This design comes from an exercise in tuning for a short achievable clock period and few clock cycles on the open sky130 flow, not from production work. The RTL was checked by simulation tests, not by an equivalence proof against the original design. Power figures rest on the tool's default switching activity, not on a simulated workload.

==> flow/constraint.sdc <==
create_clock -name core_clock -period 7.0 [get_ports {clk_i}]
set_input_delay 1.4000 -clock core_clock [delete_from_list [all_inputs] [get_ports {clk_i}]]
set_output_delay 1.4000 -clock core_clock [all_outputs]
set_load 0.01 [all_outputs]
==> flow/design.v <==
`timescale 1ns/1ps
module rv_pipe_top (
    input  logic        clk_i,
    input  logic        rstn_i,
    input  logic        instr_req_i,
    input  logic [31:0] instr_i,
    output logic        instr_ack_o,
    output logic        commit_req_o,
    output logic [4:0]  commit_rd_o,
    output logic [31:0] commit_data_o,
    input  logic        commit_ack_i
);
    localparam int QD = 4;
    function automatic logic [31:0] rev32(input logic [31:0] x);
        for (int i = 0; i < 32; i++) rev32[i] = x[31-i];
    endfunction
    logic        ack_q;
    logic        v0_q;
    logic [31:0] ir_q;
    logic [31:0] oh1_q;
    logic [31:0] oh2_q;
    logic [2:0]  occ_q;
    logic        ready;
    logic        accept;
    assign ready  = (occ_q < 3'(QD));
    assign accept = instr_req_i && !ack_q && ready;
    always_ff @(posedge clk_i or negedge rstn_i) begin
        if (!rstn_i) begin
            ack_q <= 1'b0;
            v0_q  <= 1'b0;
        end else begin
            ack_q <= instr_req_i && (ack_q || ready);
            v0_q  <= accept;
        end
    end
    always_ff @(posedge clk_i) begin
        ir_q  <= instr_i;
        oh1_q <= 32'd1 << instr_i[19:15];
        oh2_q <= 32'd1 << instr_i[24:20];
    end
    logic [6:0]  opc;
    logic [2:0]  f3;
    logic [6:0]  f7;
    logic        is_lui, is_opi, is_op, f7z, f7a, lgc;
    logic        d_add, d_sub, d_sll, d_slt, d_xor, d_srl, d_sra, d_or, d_and;
    logic        d_valid, d_use_imm, d_we;
    logic [4:0]  d_rd, d_rs1, d_rs2;
    logic [31:0] d_imm;
    assign opc    = ir_q[6:0];
    assign f3     = ir_q[14:12];
    assign f7     = ir_q[31:25];
    assign d_rd   = ir_q[11:7];
    assign d_rs1  = ir_q[19:15];
    assign d_rs2  = ir_q[24:20];
    assign is_lui = (opc == 7'b0110111);
    assign is_opi = (opc == 7'b0010011);
    assign is_op  = (opc == 7'b0110011);
    assign f7z    = (f7 == 7'b0000000);
    assign f7a    = (f7 == 7'b0100000);
    assign lgc    = is_opi || (is_op && f7z);
    assign d_add  = lgc && (f3 == 3'b000);
    assign d_sub  = is_op && f7a && (f3 == 3'b000);
    assign d_sll  = is_op && f7z && (f3 == 3'b001);
    assign d_slt  = is_op && f7z && (f3 == 3'b010);
    assign d_xor  = lgc && (f3 == 3'b100);
    assign d_srl  = is_op && f7z && (f3 == 3'b101);
    assign d_sra  = is_op && f7a && (f3 == 3'b101);
    assign d_or   = lgc && (f3 == 3'b110);
    assign d_and  = lgc && (f3 == 3'b111);
    assign d_valid   = is_lui || d_add || d_sub || d_sll || d_slt || d_xor ||
                       d_srl || d_sra || d_or || d_and;
    assign d_use_imm = is_lui || is_opi;
    assign d_we      = (d_rd != 5'd0);
    assign d_imm     = is_lui ? {ir_q[31:12], 12'b0} : {{20{ir_q[31]}}, ir_q[31:20]};
    logic [31:0] regs_q [1:31];
    logic [31:0] rs1_data;
    logic [31:0] rs2_data;
    logic [31:1] weoh_q;
    logic [31:0] wd_q;
    always_comb begin
        rs1_data = 32'd0;
        rs2_data = 32'd0;
        for (int i = 1; i < 32; i++) begin
            rs1_data = rs1_data | (regs_q[i] & {32{oh1_q[i]}});
            rs2_data = rs2_data | (regs_q[i] & {32{oh2_q[i]}});
        end
    end
    always_ff @(posedge clk_i or negedge rstn_i) begin
        if (!rstn_i) begin
            for (int i = 1; i < 32; i++) regs_q[i] <= 32'd0;
        end else begin
            for (int i = 1; i < 32; i++) begin
                if (weoh_q[i]) regs_q[i] <= wd_q;
            end
        end
    end
    logic [4:0] last_rd_q;
    logic       last_we_q;
    logic       d_fwa, d_fwb;
    assign d_fwa = last_we_q && (d_rs1 == last_rd_q);
    assign d_fwb = last_we_q && !d_use_imm && (d_rs2 == last_rd_q);
    always_ff @(posedge clk_i or negedge rstn_i) begin
        if (!rstn_i) begin
            last_rd_q <= 5'd0;
            last_we_q <= 1'b0;
        end else if (v0_q && d_valid) begin
            last_rd_q <= d_rd;
            last_we_q <= d_we;
        end
    end
    logic        v1_q;
    logic [31:0] a1_q, b1_q;
    logic        fwa1_q, fwb1_q;
    logic        add1_q, sub1_q, sll1_q, slt1_q, xor1_q, srl1_q, sra1_q, or1_q, and1_q, lui1_q;
    logic [4:0]  rd1_q;
    logic        we1_q;
    logic [31:0] resf_q;
    always_ff @(posedge clk_i or negedge rstn_i) begin
        if (!rstn_i) v1_q <= 1'b0;
        else         v1_q <= v0_q && d_valid;
    end
    always_ff @(posedge clk_i) begin
        a1_q   <= rs1_data;
        b1_q   <= d_use_imm ? d_imm : rs2_data;
        fwa1_q <= d_fwa;
        fwb1_q <= d_fwb;
        add1_q <= d_add;
        sub1_q <= d_sub;
        sll1_q <= d_sll;
        slt1_q <= d_slt;
        xor1_q <= d_xor;
        srl1_q <= d_srl;
        sra1_q <= d_sra;
        or1_q  <= d_or;
        and1_q <= d_and;
        lui1_q <= is_lui;
        rd1_q  <= d_rd;
        we1_q  <= d_we;
    end
    logic [31:0] a, b, bx, ra, sh1;
    logic        inv, fill;
    logic [16:0] lo;
    logic [15:0] hi0, hi1;
    logic [31:0] lres;
    assign a    = fwa1_q ? resf_q : a1_q;
    assign b    = fwb1_q ? resf_q : b1_q;
    assign inv  = sub1_q || slt1_q;
    assign bx   = b ^ {32{inv}};
    assign lo   = {1'b0, a[15:0]} + {1'b0, bx[15:0]} + {16'd0, inv};
    assign hi0  = a[31:16] + bx[31:16];
    assign hi1  = a[31:16] + bx[31:16] + 16'd1;
    assign lres = ({32{and1_q}} & (a & b)) | ({32{or1_q}} & (a | b)) |
                  ({32{xor1_q}} & (a ^ b)) | ({32{lui1_q}} & b);
    assign ra   = sll1_q ? rev32(a) : a;
    assign fill = sra1_q && a[31];
    always_comb begin
        case (b[4:3])
            2'd0:    sh1 = ra;
            2'd1:    sh1 = {{8{fill}}, ra[31:8]};
            2'd2:    sh1 = {{16{fill}}, ra[31:16]};
            default: sh1 = {{24{fill}}, ra[31:24]};
        endcase
    end
    logic        v2_q;
    logic [15:0] lo2_q, hi02_q, hi12_q;
    logic        c2_q, a31_2_q, b31_2_q;
    logic [31:0] lres2_q, sh2_q;
    logic [2:0]  shlo2_q;
    logic        fill2_q, sum2_q, slt2_q, shr2_q, shl2_q;
    logic [4:0]  rd2_q;
    logic        we2_q;
    always_ff @(posedge clk_i or negedge rstn_i) begin
        if (!rstn_i) v2_q <= 1'b0;
        else         v2_q <= v1_q;
    end
    always_ff @(posedge clk_i) begin
        lo2_q   <= lo[15:0];
        c2_q    <= lo[16];
        hi02_q  <= hi0;
        hi12_q  <= hi1;
        a31_2_q <= a[31];
        b31_2_q <= b[31];
        lres2_q <= lres;
        sh2_q   <= sh1;
        shlo2_q <= b[2:0];
        fill2_q <= fill;
        sum2_q  <= add1_q || sub1_q;
        slt2_q  <= slt1_q;
        shr2_q  <= srl1_q || sra1_q;
        shl2_q  <= sll1_q;
        rd2_q   <= rd1_q;
        we2_q   <= we1_q;
    end
    logic [31:0] sum, y, result;
    logic        lt;
    assign sum = {c2_q ? hi12_q : hi02_q, lo2_q};
    assign lt  = (a31_2_q ^ b31_2_q) ? a31_2_q : sum[31];
    assign y   = 32'($signed({fill2_q, sh2_q}) >>> shlo2_q);
    assign result = ({32{sum2_q}} & sum) | {31'd0, slt2_q && lt} |
                    ({32{shr2_q}} & y) | ({32{shl2_q}} & rev32(y)) | lres2_q;
    logic       push_q;
    logic [4:0] prd_q;
    always_ff @(posedge clk_i) begin
        if (v2_q) resf_q <= result;
        if (v2_q && we2_q) wd_q <= result;
        prd_q <= rd2_q;
    end
    always_ff @(posedge clk_i or negedge rstn_i) begin
        if (!rstn_i) begin
            push_q <= 1'b0;
            weoh_q <= '0;
        end else begin
            push_q <= v2_q;
            for (int i = 1; i < 32; i++) weoh_q[i] <= v2_q && we2_q && (rd2_q == 5'(i));
        end
    end
    logic [31:0] qd_q [QD];
    logic [4:0]  qr_q [QD];
    logic [1:0]  wp_q, rp_q;
    logic [2:0]  cnt_q;
    logic        creq_q;
    logic [4:0]  crd_q;
    logic [31:0] cdata_q;
    logic        pop;
    assign pop = creq_q && commit_ack_i;
    always_ff @(posedge clk_i) begin
        if (push_q) begin
            qd_q[wp_q] <= resf_q;
            qr_q[wp_q] <= prd_q;
        end
        if (!creq_q) begin
            crd_q   <= qr_q[rp_q];
            cdata_q <= qd_q[rp_q];
        end
    end
    always_ff @(posedge clk_i or negedge rstn_i) begin
        if (!rstn_i) begin
            wp_q   <= 2'd0;
            rp_q   <= 2'd0;
            cnt_q  <= 3'd0;
            occ_q  <= 3'd0;
            creq_q <= 1'b0;
        end else begin
            if (push_q) wp_q <= wp_q + 2'd1;
            if (pop)    rp_q <= rp_q + 2'd1;
            cnt_q  <= cnt_q + {2'd0, push_q} - {2'd0, pop};
            occ_q  <= occ_q + {2'd0, v0_q && d_valid} - {2'd0, pop};
            if (!creq_q) creq_q <= (cnt_q != 3'd0) && !commit_ack_i;
            else         creq_q <= !commit_ack_i;
        end
    end
    assign instr_ack_o   = ack_q;
    assign commit_req_o  = creq_q;
    assign commit_rd_o   = crd_q;
    assign commit_data_o = cdata_q;
endmodule
==> flow/config.mk <==
export PLATFORM = sky130hd
export DESIGN_NAME = rv_pipe_top
export DESIGN_NICKNAME = rv_pipe_top
export VERILOG_FILES = /design/flow/design.v
export SDC_FILE = /design/flow/constraint.sdc
export NUM_CORES = 4
export LEC_CHECK = 0
export ABC_CLOCK_PERIOD_IN_PS = 2600
export CAP_MARGIN = 20
export CORE_MARGIN = 2
export CORE_UTILIZATION = 40
export PLACE_DENSITY = 0.6
export SETUP_SLACK_MARGIN = 4.4
export SLEW_MARGIN = 20
==> flow/run.sh <==
#!/bin/bash
# synth_recipe.tcl (not shown) runs the flow's synth.tcl, then flattens the netlist and writes it again
# the make line also repeats each setting of config.mk as NAME=value (left out here)
make -C /OpenROAD-flow-scripts/flow DESIGN_CONFIG=/design/flow/config.mk WORK_HOME=/design/flow/orfs CLKGATE_MAP_FILE= SYNTH_SCRIPT=/design/flow/synth_recipe.tcl finish
==> flow_summary.json, run 1 <==
{
  "placementRows": 155,
  "synthTopCellsByArea": "dfrtp_1, mux2_2, edfxtp_1",
  "report.final.slew_viol_count": 0,
  "clock-skew-final_ns": 0.02960,
  "cp-start-kind": "flip-flop",
  "async_flop_share": 0.6515,
  "syn2layout_area_growth_pct": 15.17,
  "crit_family": "compound AO/OA/AOI/OAI gates",
  "dr.pass1.iters": 10,
  "syn_inst": 5611,
  "yosysWarnings": 2,
  "cts_sinks": 1604,
  "rsz0062_at_grt": "true",
  "critPathCaptureType": "flip-flop",
  "grt_pass1_vias": 54340,
  "cpMaxStageDelayCell": "fa_2",
  "cp_data_required_time_ns": 7.70,
  "synth-seq-cells": 1604,
  "htree_levels": 4,
  "ant_nets": 0,
  "status": "finished clean",
  "io_pins": 75,
  "numPortBuffers": 74,
  "initial_utilization": 0.4024,
  "critical_path.max_stage_delay_ns": 0.41,
  "grt_max_degree": 171,
  "power_mw": 20.06,
  "max_freq_mhz": 304.9,
  "cp_num_buf_inv": 5,
  "via_count": 56610,
  "grt_usage": 0.3358,
  "crit_type": "flip-flop to flip-flop",
  "grtUsageMet3": 0.1538,
  "grt-ovfl-total": 0,
  "synth-edff-count": 249,
  "cts.clk_slew.worst_paths_ns": 0.06,
  "post_route_cells_drive_above_1_share": 0.3414,
  "tritoncts": "built",
  "worst_slew_pin_slew_ns": 1.239,
  "cts-root-buf": "clkbuf_16",
  "antenna_found_initial": 23,
  "viasPerCell": 6.988,
  "finalSetupViolCount": 0,
  "final_common_cell": "mux2_2",
  "regMostFlops": "regs_q",
  "power_density_nw_per_um2": 242.6,
  "largestRegisters": "regs_q (992), qd_q (128)",
  "syn_avg_cell_area_sq_um": 12.80,
  "grt_first_pass_wirelength_um": 431600,
  "fillers": 15920,
  "die_height_um": 427.7,
  "hold_buffers": 0,
  "grt-busiest-layer": "met2",
  "cts_buffers": 165,
  "crit_chain": "buf_12 > buf_16 > buf_6 > buf_12 > buf_12 > mux2i_4 > mux2_4 > fa_2 > nor2b_2 > o21ai_2 > a21boi_2 > o21ai_2 > a31oi_4 > a211o_1 > o41ai_4 > xnor2_1",
  "met2_usage": 0.4776,
  "setup-tns-final_ns": 0,
  "synth-main-ff-cell": "dfrtp_1",
  "drcViolationCount": 0,
  "cp_max_fo": 6,
  "hp-class": "flip-flop to flip-flop",
  "core-area_sq_um": 178400,
  "max-slew-margin-rel": 0.1742,
  "ys_seq_area_frac": 0.5548,
  "synthDistinctLibCells": 73,
  "yosys.area.top_type_share": 0.3642,
  "cp_common_cell": "buf_12",
  "place_hpwl_um": 166400,
  "fin_crit_ns": 3.280,
  "gp_congestion": 0.9392,
  "largest_reg_flops": 992,
  "drt_iter0_markers": 10900,
  "synth.net_count": 5754,
  "use_met1": 0.4136,
  "clk_latency_ns": 0.82,
  "cp.arrival_ns": 3.98,
  "p_leak_nw": 36.35,
  "dieArea_sq_um": 182900,
  "ir_drop_uv": 227.3,
  "drt-total-wl_um": 314200,
  "die_w_um": 427.7,
  "nets": 5730,
  "most-common-layout-cells": "mux2_2, dfrtp_1, a22oi_1, a221oi_1, a22o_1",
  "netlist_area_sq_um": 71800,
  "wl_per_cell_um": 38.79,
  "finalCritPeriodShare": 0.4686,
  "hold_violations": 0,
  "post-synth-top-area-cell": "dfrtp_1",
  "clockBufferDepth": 3,
  "cap_violations": 0
}
## cell type report
class / instances / area, sq um / share of cell area
Clock inverter: 59 / 686.9 / 0.008307
Multi-Input combinational cell: 3381 / 30870 / 0.3734
Tap cell: 2355 / 2947 / 0.03563
Inverter: 125 / 483.0 / 0.005841
Clock buffer: 247 / 4893 / 0.05918
Sequential cell: 1604 / 39990 / 0.4836
Timing Repair Buffer: 310 / 2769 / 0.03349
Antenna cell: 19 / 47.55 / 0.0005750
## cell usage after synthesis, types with 10 or more instances
cell and n:
mux2_2 1046, dfrtp_1 1045, clkbuf_1 367, a22oi_1 360
dfxtp_1 310, a221oi_1 299, a22o_1 268, edfxtp_1 249
nand2_1 175, nor2_1 169, buf_1 130, inv_1 121
nand3_1 119, ha_1 103, nand4_1 97, a222oi_1 96
o21ai_0 94, xnor2_1 70, mux2i_1 67, nor3_1 67
a21oi_1 65, mux4_2 51, or4_1 32, o31ai_1 30
xor2_1 18, nand2b_1 14, o211ai_1 14, nor4_1 12
and2_1 11, a211oi_1 10
## repair_timing
| action | in CTS | in global routing |
|---|---|---|
| cloned | 7 | 1 |
| endpoints found under the setup margin | 184 | 133 |
| pin swaps | 71 | 50 |
| gates resized for setup | 308 | 109 |
| buffers inserted | 70 | 25 |
## metal layers
layer | up-vias | wire length [um] | part of all wire
met4 | 18 | 24230 | 0.077
met1 | 28660 | 113300 | 0.36
met5 | - | 258 | 0.00082
li1 | 21540 | - | -
met3 | 1533 | 47060 | 0.15
met2 | 4864 | 129400 | 0.41
## report_power, final
group / total [mW] / internal, mW / switching [mW] / leakage, nW
Combinational: 1.14 / 0.421 / 0.718 / 14.1
Clock: 9.12 / 5.20 / 3.92 / 2.73
Sequential: 9.80 / 9.64 / 0.162 / 19.6
Total: 20.1 / 15.3 / 4.80 / 36.4
## through the flow
step	instances	utilization	setup WS [ns]	hold slack [ns]	area (sq um)
floorplan	5611	-	3.799	0.3096	72110
global placement	7669	0.4208	3.004	0.3106	75080
detailed placement	7669	0.4208	2.943	0.3121	75080
CTS	8052	0.4592	3.827	0.3234	81920
global route	8083	0.4632	3.582	0.3266	82650
finish	8100	0.4634	3.720	0.3227	82690
## kinds of logic (layout without fill, tap and decap cells)
kind of cell	count (synthesis)	after routing	synth area share
flops	1604	1604	0.5548
compound gates	1277	1277	0.1420
mux	1167	1168	0.1900
simple gates	737	740	0.05016
buf+inv	630	741	0.03311
fa+ha+maj	108	108	0.01921
xor+xnor	88	88	0.01074
other cells	0	19	0
## path summary, 6_finish.rpt
| kind | cells past startpoint | to | start | slack [ns] |
|---|---|---|---|---|
| max reg2reg | 16 | lo2_q[14]$_DFF_P_ | fwb1_q$_DFF_P_ | 3.72 |
| min in group asynchronous | 1 | regs_q[23][27]$_DFFE_PN0P_ | rstn_i | 0.70 |
| max in group asynchronous | 2 | regs_q[2][9]$_DFFE_PN0P_ | rstn_i | 4.79 |
| max | 16 | lo2_q[14]$_DFF_P_ | fwb1_q$_DFF_P_ | 3.72 |
| min | 0 | rd2_q[2]$_DFF_P_ | rd1_q[2]$_DFF_P_ | 0.32 |
| min reg2reg | 0 | rd2_q[2]$_DFF_P_ | rd1_q[2]$_DFF_P_ | 0.32 |
Testbench counts, summed over its fixed seeds: cycles 19,240.
==> inputs of run 2 (changes only) <==
==> flow/config.mk (replaced) <==
export PLATFORM = sky130hd
export DESIGN_NAME = rv_pipe_top
export DESIGN_NICKNAME = rv_pipe_top
export VERILOG_FILES = /design/flow/design.v
export SDC_FILE = /design/flow/constraint.sdc
export NUM_CORES = 4
export LEC_CHECK = 0
export ABC_CLOCK_PERIOD_IN_PS = 2000
export CAP_MARGIN = 20
export CORE_MARGIN = 2
export CORE_UTILIZATION = 40
export GPL_TIMING_DRIVEN = 1
export PLACE_DENSITY = 0.6
export SETUP_SLACK_MARGIN = 5
export SLEW_MARGIN = 20
==> flow_summary.json, run 2 <==
{
  "status": "finished clean",
  "cpMaxStageDelayCell": "dfxtp_4",
  "largestRegisters": "regs_q (992), qd_q (128)",
  "drcViolationCount": 0,
  "syn_avg_cell_area_sq_um": 12.80,
  "fin_crit_ns": 3.353,
  "cp_num_buf_inv": 5,
  "syn_inst": 5611,
  "async_flop_share": 0.6515,
  "placementRows": 155,
  "seq_power_share": 0.485,
  "max_freq_mhz": 298.2,
  "grt_pass1_vias": 56500,
  "clk_latency_ns": 0.85,
  "place_area_sq_um": 75120,
  "net-switching-power_mw": 4.888,
  "grt_max_degree": 176,
  "viasPerCell": 7.061,
  "cp_data_required_time_ns": 7.72,
  "rsz0062_at_grt": "true",
  "clock-skew-final_ns": 0.06547,
  "hold_violations": 0,
  "most-common-layout-cells": "mux2_2, dfrtp_1, a22oi_1, a22o_1, buf_4",
  "cp.arrival_ns": 4.07,
  "dr.pass1.iters": 9,
  "numPortBuffers": 74,
  "crit_chain": "buf_12 > buf_12 > buf_6 > buf_6 > mux2i_4 > inv_2 > xnor2_1 > ha_1 > nor2b_4 > o21ai_4 > a21boi_4 > o21ai_2 > a31oi_4 > a211o_1 > o41ai_4 > o21ai_1",
  "report.final.slew_viol_count": 0,
  "critical_path.max_stage_delay_ns": 0.39,
  "cap_violations": 0,
  "ant_nets": 0,
  "cts-root-buf": "clkbuf_16",
  "syn2layout_area_growth_pct": 25.78,
  "p_leak_nw": 39.45,
  "core-area_sq_um": 178400,
  "yosysMostFrequentCell": "mux2_2",
  "htree_levels": 4,
  "ir_drop_uv": 195.0,
  "synth-edff-count": 249,
  "rr_worst_depth": 16,
  "setup-tns-final_ns": 0,
  "crit_cells": 16,
  "pwr-share-comb": 0.060,
  "final_common_cell": "mux2_2",
  "tritoncts": "built",
  "pwr-share-clk": 0.454,
  "grt_first_pass_wirelength_um": 455000,
  "finalCritPeriodShare": 0.4790,
  "cp-start-kind": "flip-flop",
  "synthTopCellsByCount": "mux2_2, dfrtp_1, clkbuf_1, a22oi_1, dfxtp_1",
  "cts_buffers": 164,
  "p_int_mw": 15.37,
  "netlist_area_sq_um": 71800,
  "grt-ovfl-total": 0,
  "synth-seq-cells": 1604,
  "yosysWarnings": 2,
  "finalSetupViolCount": 0,
  "netSwitchingFraction": 0.2413,
  "post_route_cells_drive_above_1_share": 0.4277,
  "yosys.area.top_type_share": 0.3642,
  "cts_sinks": 1604,
  "regMostFlops": "regs_q",
  "initial_utilization": 0.4024,
  "synth-main-ff-cell": "dfrtp_1",
  "synth.net_count": 5754,
  "power_density_nw_per_um2": 224.3,
  "place_hpwl_um": 173200,
  "critPathCaptureType": "flip-flop",
  "die_w_um": 427.7,
  "nets": 6063,
  "antenna_found_initial": 31,
  "ys_seq_area_frac": 0.5548,
  "io_pins": 75,
  "cp_max_fo": 5,
  "worst_slew_pin_slew_ns": 1.236,
  "final_util": 0.5061,
  "drt_iter0_markers": 10840,
  "die_height_um": 427.7,
  "grt_usage": 0.3567,
  "dieArea_sq_um": 182900,
  "via_count": 59590,
  "hp-class": "flip-flop to flip-flop",
  "crit_type": "flip-flop to flip-flop",
  "gp_congestion": 0.9607,
  "max-slew-margin-rel": 0.1761,
  "wl_per_cell_um": 40.01,
  "post-synth-top-area-cell": "dfrtp_1",
  "cts.clk_slew.worst_paths_ns": 0.06,
  "stdcell_area_sq_um": 90300,
  "crit_family": "compound AO/OA/AOI/OAI gates",
  "min_delay_path_depth": 0,
  "synthDistinctLibCells": 73,
  "clockBufferDepth": 3,
  "drt-total-wl_um": 337600,
  "largest_reg_flops": 992,
  "synthTopCellsByArea": "dfrtp_1, mux2_2, edfxtp_1"
}
## run 2: power groups by stage
| stage | sequential (mW) | combinational, mW | clock, mW |
|---|---|---|---|
| 2_1_floorplan | 9.94 | 0.528 | 0 |
| 3_3_place_gp | 10.0 | 1.07 | 0 |
| 3_5_place_dp | 10.0 | 1.08 | 0 |
| 4_1_cts | 9.83 | 1.17 | 9.22 |
| 5_1_grt | 9.85 | 1.27 | 9.60 |
| 6_report | 9.83 | 1.22 | 9.20 |
## run 2: layout make-up
cell class	count	area [sq um]
tap	2355	2947
antenna	22	55.05
sequential	1604	40100
clock inverter	53	639.4
multi-input combinational	3382	33270
inverter	125	510.5
timing repair inverter	1	8.758
fill	15010	88120
timing repair buffer	642	7810
clock buffer	255	4964
## run 2: metal layers
metal	share of wire	GRT usage	up-vias
met1	0.34	0.4257	29970
met4	0.097	0.2652	32
met2	0.40	0.4998	5390
met3	0.15	0.1661	1906
li1	-	-	22300
met5	0.0015	0.001823	-
## run 2: repair_timing
action / CTS / global route
buffers inserted: 289 / 106
pin swaps: 188 / 185
gates resized for setup: 1023 / 325
hold endpoints to repair: 0 / 0
endpoints found under the setup margin: 509 / 842
hold buffers: 0 / 0
gates cloned: 35 / 6
## run 2: through the flow
stage               power, mW  std cells  setup WS [ns]  hold slack (ns)
global placement        11.11       7670          2.998           0.3099
floorplan               10.47       5611          3.800           0.3096
finish                  20.26       8439          3.647           0.3266
detailed placement      11.12       7670          2.961           0.3146
global route            20.72       8420          3.623           0.3277
CTS                     20.22       8302          3.796           0.3229
## run 2: path summary, 6_finish.rpt
| path | start | to | slack (ns) |
|---|---|---|---|
| setup / recovery | fwb1_q$_DFF_P_ | c2_q$_DFF_P_ | 3.65 |
| hold / removal | rd1_q[3]$_DFF_P_ | rd2_q[3]$_DFF_P_ | 0.33 |
| setup reg to reg | fwb1_q$_DFF_P_ | c2_q$_DFF_P_ | 3.65 |
| hold reg to reg | rd1_q[3]$_DFF_P_ | rd2_q[3]$_DFF_P_ | 0.33 |
| max in group asynchronous | rstn_i | regs_q[7][8]$_DFFE_PN0P_ | 5.15 |
| min in group asynchronous | rstn_i | regs_q[19][25]$_DFFE_PN0P_ | 0.51 |
## run 2: cell families (layout without fill, tap and decap cells)
group / count (synthesis) / count (layout) / synth area share
mux: 1167 / 1168 / 0.1900
xor+xnor: 88 / 88 / 0.01074
buf+inv: 630 / 1076 / 0.03311
fa+ha+maj: 108 / 108 / 0.01921
other cells: 0 / 22 / 0
simple gates: 737 / 741 / 0.05016
flops: 1604 / 1604 / 0.5548
compound gates: 1277 / 1277 / 0.1420
==> inputs of run 3 (changes only) <==
--- a/flow/design.v
+++ b/flow/design.v
@@ -139,16 +139,19 @@
     end
     logic [31:0] a, b, bx, ra, sh1;
     logic        inv, fill;
-    logic [16:0] lo;
-    logic [15:0] hi0, hi1;
+    logic [8:0]  s0 [4];
+    logic [8:0]  s1 [4];
     logic [31:0] lres;
     assign a    = fwa1_q ? resf_q : a1_q;
     assign b    = fwb1_q ? resf_q : b1_q;
     assign inv  = sub1_q || slt1_q;
     assign bx   = b ^ {32{inv}};
-    assign lo   = {1'b0, a[15:0]} + {1'b0, bx[15:0]} + {16'd0, inv};
-    assign hi0  = a[31:16] + bx[31:16];
-    assign hi1  = a[31:16] + bx[31:16] + 16'd1;
+    always_comb begin
+        for (int j = 0; j < 4; j++) begin
+            s0[j] = {1'b0, a[8*j +: 8]} + {1'b0, bx[8*j +: 8]};
+            s1[j] = {1'b0, a[8*j +: 8]} + {1'b0, bx[8*j +: 8]} + 9'd1;
+        end
+    end
     assign lres = ({32{and1_q}} & (a & b)) | ({32{or1_q}} & (a | b)) |
                   ({32{xor1_q}} & (a ^ b)) | ({32{lui1_q}} & b);
     assign ra   = sll1_q ? rev32(a) : a;
@@ -162,8 +165,9 @@
         endcase
     end
     logic        v2_q;
-    logic [15:0] lo2_q, hi02_q, hi12_q;
-    logic        c2_q, a31_2_q, b31_2_q;
+    logic [8:0]  s02_q [4];
+    logic [8:0]  s12_q [4];
+    logic        inv2_q, a31_2_q, b31_2_q;
     logic [31:0] lres2_q, sh2_q;
     logic [2:0]  shlo2_q;
     logic        fill2_q, sum2_q, slt2_q, shr2_q, shl2_q;
@@ -174,10 +178,11 @@
         else         v2_q <= v1_q;
     end
     always_ff @(posedge clk_i) begin
-        lo2_q   <= lo[15:0];
-        c2_q    <= lo[16];
-        hi02_q  <= hi0;
-        hi12_q  <= hi1;
+        for (int j = 0; j < 4; j++) begin
+            s02_q[j] <= s0[j];
+            s12_q[j] <= s1[j];
+        end
+        inv2_q  <= inv;
         a31_2_q <= a[31];
         b31_2_q <= b[31];
         lres2_q <= lres;
@@ -192,8 +197,15 @@
         we2_q   <= we1_q;
     end
     logic [31:0] sum, y, result;
+    logic [4:0]  cy;
     logic        lt;
-    assign sum = {c2_q ? hi12_q : hi02_q, lo2_q};
+    always_comb begin
+        cy[0] = inv2_q;
+        for (int j = 0; j < 4; j++) begin
+            sum[8*j +: 8] = cy[j] ? s12_q[j][7:0] : s02_q[j][7:0];
+            cy[j+1]       = cy[j] ? s12_q[j][8]   : s02_q[j][8];
+        end
+    end
     assign lt  = (a31_2_q ^ b31_2_q) ? a31_2_q : sum[31];
     assign y   = 32'($signed({fill2_q, sh2_q}) >>> shlo2_q);
     assign result = ({32{sum2_q}} & sum) | {31'd0, slt2_q && lt} |
@@ -228,10 +240,8 @@
             qd_q[wp_q] <= resf_q;
             qr_q[wp_q] <= prd_q;
         end
-        if (!creq_q) begin
-            crd_q   <= qr_q[rp_q];
-            cdata_q <= qd_q[rp_q];
-        end
+        crd_q   <= qr_q[rp_q];
+        cdata_q <= qd_q[rp_q];
     end
     always_ff @(posedge clk_i or negedge rstn_i) begin
         if (!rstn_i) begin
--- a/flow/config.mk
+++ b/flow/config.mk
@@ -8,8 +8,8 @@
 export ABC_CLOCK_PERIOD_IN_PS = 2000
 export CAP_MARGIN = 20
 export CORE_MARGIN = 2
-export CORE_UTILIZATION = 40
+export CORE_UTILIZATION = 60
 export GPL_TIMING_DRIVEN = 1
-export PLACE_DENSITY = 0.6
+export PLACE_DENSITY = 0.7
 export SETUP_SLACK_MARGIN = 5
 export SLEW_MARGIN = 20
==> flow_summary.json, run 3 <==
{
  "tritoncts": "built",
  "drcViolationCount": 0,
  "cp_data_required_time_ns": 7.73,
  "drt_iter0_markers": 13330,
  "synth-seq-cells": 1626,
  "initial_utilization": 0.6040,
  "dr.pass1.iters": 11,
  "placementRows": 127,
  "rsz0062_at_grt": "true",
  "min_delay_path_depth": 0,
  "clk_latency_ns": 0.83,
  "io_pins": 75,
  "cts.clk_slew.worst_paths_ns": 0.06,
  "cts_sinks": 1626,
  "grt_usage": 0.5057,
  "cp_max_fo": 8,
  "syn_inst": 5659,
  "hold_path_end": "rd2_q[0]$_DFF_P_",
  "core-area_sq_um": 119700,
  "cap_violations": 1,
  "cp.arrival_ns": 3.79,
  "fin_crit_ns": 3.059,
  "syn2layout_area_growth_pct": 23.54,
  "yosys.area.top_type_share": 0.3618,
  "synth.net_count": 5808,
  "synthTopCellsByArea": "dfrtp_1, mux2_2, dfxtp_1",
  "hold_buffers": 0,
  "largest_reg_flops": 992,
  "max_freq_mhz": 326.9,
  "clock-skew-final_ns": 0.03799,
  "finalCritPeriodShare": 0.4370,
  "max-slew-margin-rel": -0.02971,
  "largestRegisters": "regs_q (992), qd_q (128)",
  "so_faults": "max-capacitance violations, max-slew violations",
  "report.final.slew_viol_count": 33,
  "yosysWarnings": 6,
  "most-common-layout-cells": "mux2_2, dfrtp_1, a22oi_1, dfxtp_1, buf_4",
  "crit_type": "flip-flop to flip-flop",
  "synthTopCellsByCount": "mux2_2, dfrtp_1, a22oi_1, dfxtp_1, clkbuf_1",
  "clockBufferDepth": 3,
  "grt_max_degree": 132,
  "cp-start-kind": "flip-flop",
  "r2r_slack_ns": 3.94,
  "final_util": 0.7462,
  "power_density_nw_per_um2": 232.9,
  "drt-total-wl_um": 326000,
  "nets": 6072,
  "finalHoldWorstSlack_ns": 0.3267,
  "numPortBuffers": 74,
  "hp-class": "flip-flop to flip-flop",
  "setup-tns-final_ns": 0,
  "post_route_cells_drive_above_1_share": 0.4266,
  "wl_per_cell_um": 42.26,
  "finalSetupViolCount": 0,
  "grt_pass1_vias": 57590,
  "critPathCaptureType": "flip-flop",
  "regMostFlops": "regs_q",
  "post-synth-top-area-cell": "dfrtp_1",
  "hold_violations": 0,
  "dieArea_sq_um": 123200,
  "cts-root-buf": "clkbuf_16",
  "power_mw": 20.79,
  "die_w_um": 351.1,
  "ys_seq_area_frac": 0.5521,
  "die_height_um": 351.1,
  "netlist_area_sq_um": 72270,
  "synthDistinctLibCells": 65,
  "status": "finished with violations",
  "async_flop_share": 0.6427,
  "yosysMostFrequentCell": "mux2_2",
  "cts_buffers": 164,
  "rr_startpoint": "fwb1_q$_DFF_P_",
  "gp_congestion": 0.9464,
  "synth-edff-count": 212,
  "viasPerCell": 7.991,
  "synth-main-ff-cell": "dfrtp_1",
  "rr_worst_depth": 13,
  "hold_path.startpoint": "rd1_q[0]$_DFF_P_",
  "worst_slew_pin_slew_ns": 1.545,
  "syn_avg_cell_area_sq_um": 12.77,
  "place_hpwl_um": 159400,
  "ir_drop_uv": 281.0,
  "final_common_cell": "mux2_2",
  "grt_first_pass_wirelength_um": 434000,
  "grt-ovfl-total": 0,
  "via_count": 61660,
  "htree_levels": 4,
  "rr_endpoint": "s12_q[3][7]$_DFF_P_",
  "antenna_found_initial": 31,
  "p_leak_nw": 39.36,
  "ant_nets": 0
}
==> run 3: worst max-delay path, stage by stage, from the launching register on <==
cell and delay [ns]:
dfxtp_4 0.37, buf_12 0.14, buf_16 0.17, buf_12 0.12
mux2i_4 0.23, inv_2 0.08, xnor2_1 0.14, ha_1 0.35
nor2b_4 0.15, o31a_1 0.31, or4b_4 0.51, nand3_4 0.09
nand3_2 0.09, xnor2_1 0.21
==> run 3: repair_timing <==
item	4_1_cts	5_1_grt
endpoints found under the setup margin	1031	716
setup buffers	233	123
cloned	26	12
resized for setup	820	443
pin swaps	157	173
==> run 3: cell type report <==
cell class / count / area (sq um)
Clock inverter: 69 / 945.9
Multi-Input combinational cell: 3387 / 33460
Fill cell: 7378 / 30370
Inverter: 147 / 569.3
Tap cell: 1612 / 2017
Sequential cell: 1626 / 40190
Timing Repair Buffer: 596 / 7252
Clock buffer: 238 / 4735
Timing Repair inverter: 1 / 7.507
Antenna cell: 40 / 100.1
==> run 3: how the worst max path moves through the flow <==
stage / start / to / slack, ns / cells past startpoint
after floorplan: fwb1_q$_DFF_P_ / s12_q[3][7]$_DFF_P_ / 4.20 / 13
after global placement: fwb1_q$_DFF_P_ / s12_q[0][8]$_DFF_P_ / 3.00 / 11
after detailed placement: fwb1_q$_DFF_P_ / s12_q[0][8]$_DFF_P_ / 2.97 / 11
after CTS: fwb1_q$_DFF_P_ / s12_q[1][8]$_DFF_P_ / 4.12 / 13
after global routing: fwb1_q$_DFF_P_ / s12_q[3][7]$_DFF_P_ / 3.90 / 13
final: fwb1_q$_DFF_P_ / s12_q[3][7]$_DFF_P_ / 3.94 / 13
==> run 3: stage by stage <==
step,setup WS [ns],area [sq um],instances
final,3.941,89280,7716
after global routing,3.905,89200,7684
after CTS,4.118,85860,7540
after global placement,3.000,74790,6974
after detailed placement,2.968,74790,6974
after floorplan,4.202,72840,5659
==> run 3: cell families (layout without fill, tap and decap cells) <==
group                    after synthesis  count (layout)  synth area share
multiplexers                        1201            1204            0.1965
buffers and inverters                649            1051           0.03423
adder cells (fa/ha/maj)              113             113           0.02019
AO/OA/AOI/OAI                       1299            1299            0.1381
XOR/XNOR                              94              94           0.01139
other                                  0              40                 0
flip-flops                          1626            1626            0.5521
AND/OR/NAND/NOR                      677             677           0.04744
==> run 3: power breakdown <==
part	leakage [nW]	switching [mW]	internal, mW	total, mW
clock	2.78	4.05	5.25	9.30
combinational	16.9	0.881	0.638	1.52
sequential	19.7	0.224	9.75	9.97
==> run 3: routing by layer <==
layer  routed length, um  track usage  vias to the layer above
met1              105300       0.5906                    30200
met2              127200       0.6762                     6601
met5                1147      0.04278                        -
met4               35090       0.4061                       38
met3               57270       0.2792                     2513
li1                    -            -                    22320
Testbench counts of run 3, summed over its fixed seeds: cycles 19,240.
==> inputs of run 4 (changes only) <==
--- a/flow/design.v
+++ b/flow/design.v
@@ -71,6 +71,7 @@
                        d_srl || d_sra || d_or || d_and;
     assign d_use_imm = is_lui || is_opi;
     assign d_we      = (d_rd != 5'd0);
+    assign d_inv     = d_sub || d_slt;
     assign d_imm     = is_lui ? {ir_q[31:12], 12'b0} : {{20{ir_q[31]}}, ir_q[31:20]};
     logic [31:0] regs_q [1:31];
     logic [31:0] rs1_data;
@@ -110,7 +111,9 @@
     end
     logic        v1_q;
     logic [31:0] a1_q, b1_q;
-    logic        fwa1_q, fwb1_q;
+    logic        fwa1_q, fwbp1_q, fwbn1_q;
+    logic [31:0] resfn_q;
+    logic        d_inv;
     logic        add1_q, sub1_q, sll1_q, slt1_q, xor1_q, srl1_q, sra1_q, or1_q, and1_q, lui1_q;
     logic [4:0]  rd1_q;
     logic        we1_q;
@@ -120,10 +123,11 @@
         else         v1_q <= v0_q && d_valid;
     end
     always_ff @(posedge clk_i) begin
-        a1_q   <= rs1_data;
-        b1_q   <= d_use_imm ? d_imm : rs2_data;
-        fwa1_q <= d_fwa;
-        fwb1_q <= d_fwb;
+        a1_q    <= d_fwa ? 32'd0 : rs1_data;
+        b1_q    <= d_fwb ? 32'd0 : ((d_use_imm ? d_imm : rs2_data) ^ {32{d_inv}});
+        fwa1_q  <= d_fwa;
+        fwbp1_q <= d_fwb && !d_inv;
+        fwbn1_q <= d_fwb && d_inv;
         add1_q <= d_add;
         sub1_q <= d_sub;
         sll1_q <= d_sll;
@@ -137,27 +141,47 @@
         rd1_q  <= d_rd;
         we1_q  <= d_we;
     end
-    logic [31:0] a, b, bx, ra, sh1;
+    logic [31:0] a, bx, ra, sh1;
     logic        inv, fill;
-    logic [8:0]  s0 [4];
-    logic [8:0]  s1 [4];
+    logic [31:0] p, g, gp, pp, c0, c1;
     logic [31:0] lres;
-    assign a    = fwa1_q ? resf_q : a1_q;
-    assign b    = fwb1_q ? resf_q : b1_q;
+    logic [3:0]  gb, pb;
+    assign a    = a1_q | ({32{fwa1_q}} & resf_q);
+    assign bx   = b1_q | ({32{fwbp1_q}} & resf_q) | ({32{fwbn1_q}} & resfn_q);
     assign inv  = sub1_q || slt1_q;
-    assign bx   = b ^ {32{inv}};
-    always_comb begin
+    assign p = a ^ bx;
+    assign g = a & bx;
+    always_comb begin
+        gp = g;
+        pp = p;
+        for (int k = 0; k < 3; k++) begin
+            for (int i = 0; i < 32; i++) begin
+                if (((i % 8) >> k) & 1) begin
+                    gp[i] = gp[i] | (pp[i] & gp[((i >> k) << k) - 1]);
+                    pp[i] = pp[i] & pp[((i >> k) << k) - 1];
+                end
+            end
+        end
+        for (int i = 0; i < 32; i++) begin
+            if (i % 8 == 0) begin
+                c0[i] = 1'b0;
+                c1[i] = 1'b1;
+            end else begin
+                c0[i] = gp[i-1];
+                c1[i] = gp[i-1] | pp[i-1];
+            end
+        end
         for (int j = 0; j < 4; j++) begin
-            s0[j] = {1'b0, a[8*j +: 8]} + {1'b0, bx[8*j +: 8]};
-            s1[j] = {1'b0, a[8*j +: 8]} + {1'b0, bx[8*j +: 8]} + 9'd1;
-        end
-    end
-    assign lres = ({32{and1_q}} & (a & b)) | ({32{or1_q}} & (a | b)) |
-                  ({32{xor1_q}} & (a ^ b)) | ({32{lui1_q}} & b);
+            gb[j] = gp[8*j+7];
+            pb[j] = pp[8*j+7];
+        end
+    end
+    assign lres = ({32{and1_q}} & (a & bx)) | ({32{or1_q}} & (a | bx)) |
+                  ({32{xor1_q}} & (a ^ bx)) | ({32{lui1_q}} & bx);
     assign ra   = sll1_q ? rev32(a) : a;
     assign fill = sra1_q && a[31];
     always_comb begin
-        case (b[4:3])
+        case (bx[4:3])
             2'd0:    sh1 = ra;
             2'd1:    sh1 = {{8{fill}}, ra[31:8]};
             2'd2:    sh1 = {{16{fill}}, ra[31:16]};
@@ -165,8 +189,8 @@
         endcase
     end
     logic        v2_q;
-    logic [8:0]  s02_q [4];
-    logic [8:0]  s12_q [4];
+    logic [31:0] s02_q, s12_q;
+    logic [3:0]  gb2_q, pb2_q;
     logic        inv2_q, a31_2_q, b31_2_q;
     logic [31:0] lres2_q, sh2_q;
     logic [2:0]  shlo2_q;
@@ -178,16 +202,16 @@
         else         v2_q <= v1_q;
     end
     always_ff @(posedge clk_i) begin
-        for (int j = 0; j < 4; j++) begin
-            s02_q[j] <= s0[j];
-            s12_q[j] <= s1[j];
-        end
+        s02_q   <= p ^ c0;
+        s12_q   <= p ^ c1;
+        gb2_q   <= gb;
+        pb2_q   <= pb;
         inv2_q  <= inv;
         a31_2_q <= a[31];
-        b31_2_q <= b[31];
+        b31_2_q <= bx[31] ^ inv;
         lres2_q <= lres;
         sh2_q   <= sh1;
-        shlo2_q <= b[2:0];
+        shlo2_q <= bx[2:0];
         fill2_q <= fill;
         sum2_q  <= add1_q || sub1_q;
         slt2_q  <= slt1_q;
@@ -202,8 +226,8 @@
     always_comb begin
         cy[0] = inv2_q;
         for (int j = 0; j < 4; j++) begin
-            sum[8*j +: 8] = cy[j] ? s12_q[j][7:0] : s02_q[j][7:0];
-            cy[j+1]       = cy[j] ? s12_q[j][8]   : s02_q[j][8];
+            cy[j+1]       = gb2_q[j] | (pb2_q[j] & cy[j]);
+            sum[8*j +: 8] = cy[j] ? s12_q[8*j +: 8] : s02_q[8*j +: 8];
         end
     end
     assign lt  = (a31_2_q ^ b31_2_q) ? a31_2_q : sum[31];
@@ -214,6 +238,7 @@
     logic [4:0] prd_q;
     always_ff @(posedge clk_i) begin
         if (v2_q) resf_q <= result;
+        if (v2_q) resfn_q <= ~result;
         if (v2_q && we2_q) wd_q <= result;
         prd_q <= rd2_q;
     end
==> flow_summary.json, run 4 <==
{
  "status": "finished clean",
  "yosysMostFrequentCell": "dfrtp_1",
  "drt_iter0_markers": 15110,
  "numPortBuffers": 74,
  "p_int_mw": 15.98,
  "place_hpwl_um": 164400,
  "cp_num_buf_inv": 1,
  "cp-start-kind": "flip-flop",
  "critical_path.max_stage_delay_ns": 0.39,
  "cts_buffers": 168,
  "p_leak_nw": 40.58,
  "net-switching-power_mw": 5.030,
  "largest_reg_flops": 992,
  "die_w_um": 353.0,
  "cp.arrival_ns": 1.36,
  "seq_power_share": 0.481,
  "multi_input_area_sq_um": 33440,
  "drcViolationCount": 0,
  "crit_chain": "buf_6",
  "cap_violations": 0,
  "gp_congestion": 0.9916,
  "clock-skew-final_ns": 0.02606,
  "synthTopCellsByCount": "dfrtp_1, mux2_2, dfxtp_1, clkbuf_1, a221oi_1",
  "finalSetupViolCount": 0,
  "grt-ovfl-total": 0,
  "initial_utilization": 0.6027,
  "synth-seq-cells": 1659,
  "cts-root-buf": "clkbuf_16",
  "crit_family": "flip-flops",
  "max_freq_mhz": 361.9,
  "cts_sinks": 1659,
  "hold_violations": 0,
  "cp_max_fo": 2,
  "synthTopCellsByArea": "dfrtp_1, mux2_2, dfxtp_1",
  "syn2layout_area_growth_pct": 25.75,
  "rsz0062_at_grt": "true",
  "antenna_found_initial": 28,
  "drt-total-wl_um": 347300,
  "pwr-share-clk": 0.454,
  "yosys.area.top_type_share": 0.3579,
  "dieArea_sq_um": 124600,
  "synthDistinctLibCells": 55,
  "crit_type": "flip-flop to output pin",
  "max-slew-margin-rel": 0.1408,
  "viasPerCell": 8.121,
  "finalCritPeriodShare": 0.3947,
  "syn_inst": 5790,
  "grt_first_pass_wirelength_um": 447400,
  "netSwitchingFraction": 0.2394,
  "placementRows": 128,
  "post-synth-top-area-cell": "dfrtp_1",
  "power_density_nw_per_um2": 228.7,
  "nets": 6255,
  "async_flop_share": 0.6299,
  "fillers": 7300,
  "hp-class": "flip-flop to flip-flop",
  "yosysWarnings": 2,
  "r2r_slack_ns": 4.44,
  "grt_usage": 0.5138,
  "post_route_cells_drive_above_1_share": 0.4307,
  "dr.pass1.iters": 17,
  "ir_drop_uv": 300.8,
  "fin_crit_ns": 2.763,
  "netlist_area_sq_um": 73070,
  "final_util": 0.7579,
  "largestRegisters": "regs_q (992), qd_q (128)",
  "synth-edff-count": 244,
  "cts.clk_slew.worst_paths_ns": 0.06,
  "setup-tns-final_ns": 0,
  "htree_levels": 4,
  "wl_per_cell_um": 43.80,
  "worst_slew_pin_slew_ns": 1.289,
  "io_pins": 75,
  "ys_seq_area_frac": 0.5595,
  "clockBufferDepth": 3,
  "tritoncts": "built",
  "cpMaxStageDelayCell": "dfrtp_1",
  "cp_data_required_time_ns": 5.60,
  "ant_nets": 0,
  "synth-main-ff-cell": "dfrtp_1",
  "clk_latency_ns": 0.86,
  "via_count": 64390,
  "critPathCaptureType": "output pin",
  "synth.net_count": 5912,
  "grt_pass1_vias": 57910,
  "syn_avg_cell_area_sq_um": 12.62,
  "core-area_sq_um": 121200,
  "final_common_cell": "mux2_2",
  "report.final.slew_viol_count": 0,
  "regMostFlops": "regs_q",
  "die_height_um": 353.0,
  "most-common-layout-cells": "mux2_2, dfrtp_1, buf_4, a22o_1, dfxtp_1",
  "grt_max_degree": 167,
  "pwr-share-comb": 0.065,
  "finalHoldWorstSlack_ns": 0.3280,
  "ff_latch_area_sq_um": 41220
}
==> run 4: cell families after synthesis <==
family | share of synthesized area
muxes | 0.1799
adders and majority gates | 0.01616
AOI/OAI and AO/OA | 0.1414
buffers and inverters | 0.03428
xor gates and xnor gates | 0.01007
and+or+nand+nor | 0.05865
DFF | 0.5595
==> run 4: repair_timing <==
action / CTS / global route
setup endpoints to repair: 1166 / 745
gates cloned: 27 / 21
hold buffers: 0 / 0
hold endpoints to repair: 0 / 0
resized for setup: 851 / 510
pin swaps: 146 / 270
buffers inserted: 221 / 197
==> run 4: power groups by stage <==
stage	sequential [mW]	combinational [mW]	clock (mW)
floorplan	10.3	0.510	0
global placement	10.3	1.14	0
detailed placement	10.3	1.15	0
CTS	10.1	1.20	9.42
global route	10.1	1.42	9.86
finish	10.1	1.37	9.53
==> run 4: per-layer routing <==
metal  up-vias  share of wire  routed length [um]  global-route usage
li1      22790              -                   -                   -
met1     31390           0.31              108700              0.6035
met2      7286           0.38              131700              0.6840
met3      2880           0.18               62400              0.2771
met4        41           0.12               43150              0.4247
met5         -         0.0039                1368             0.03962
==> run 4: final cells by class <==
cell class | instances | share of cell area
clock buffer | 247 | 0.05336
timing repair inverter | 2 | 0.0001906
inverter | 140 | 0.006373
antenna | 28 | 0.0007625
multi-input combinational | 3474 | 0.3640
sequential | 1659 | 0.4486
timing repair buffer | 688 | 0.09511
tap | 1625 | 0.02213
clock inverter | 66 | 0.009518
==> run 4: path summary, 6_finish.rpt <==
path,start,end,depth (start not counted)
max,ack_q$_DFF_PN0_,instr_ack_o,1
min,rd1_q[0]$_DFF_P_,rd2_q[0]$_DFF_P_,0
max reg2reg,fwbp1_q$_DFF_P_,s12_q[5]$_DFF_P_,11
min reg2reg,rd1_q[0]$_DFF_P_,rd2_q[0]$_DFF_P_,0
max in group asynchronous,rstn_i,regs_q[22][29]$_DFFE_PN0P_,3
min in group asynchronous,rstn_i,regs_q[9][20]$_DFFE_PN0P_,1
==> run 4: per-stage QoR <==
stage                     setup WS (ns)  instance area (sq um)  power (mW)  std cells
after floorplan                   4.334                  73580       10.78       5790
after global placement            3.700                  75490       11.43       7108
after detailed placement          3.681                  75490       11.44       7108
after CTS                         4.237                  86960       20.70       7669
after global routing              4.200                  91830       21.40       7906
final                             4.237                  91890       21.01       7929
Testbench counts of run 4, summed over its fixed seeds: cycles 19,240.

## port drivers added, routing unchanged
The results above use ideal ports. As a check the final layouts listed here were re-extracted and re-timed, cells and wires unchanged. Step 1, drivers: a clkbuf_16 drives clk_i and a buf_2 each remaining input, both assumed. Step 2 adds t to the input delays and takes it off the output delays; t is the mean of the earliest and latest rising clock arrival at the registers after step 1. Input paths then give back, and output paths get back, about the clock's delay inside the block. a / b / c = ideal ports / drivers / drivers and shift; a / b = the first two.
run | t, ns | setup slack, ns | cell pins on the clock port's net
run 1 | 0.896 | 3.720 / 3.720 / 3.720 | 1
run 2 | 0.927 | 3.647 / 3.647 / 3.647 | 1
run 3 | 0.882 | 3.941 / 3.941 / 3.941 | 1
run 4 | 0.924 | 4.237 / 4.158 / 4.152 | 1
The setup slack of run 4, which loses most, moves by -0.079 ns with the drivers and by -0.085 ns with both steps.
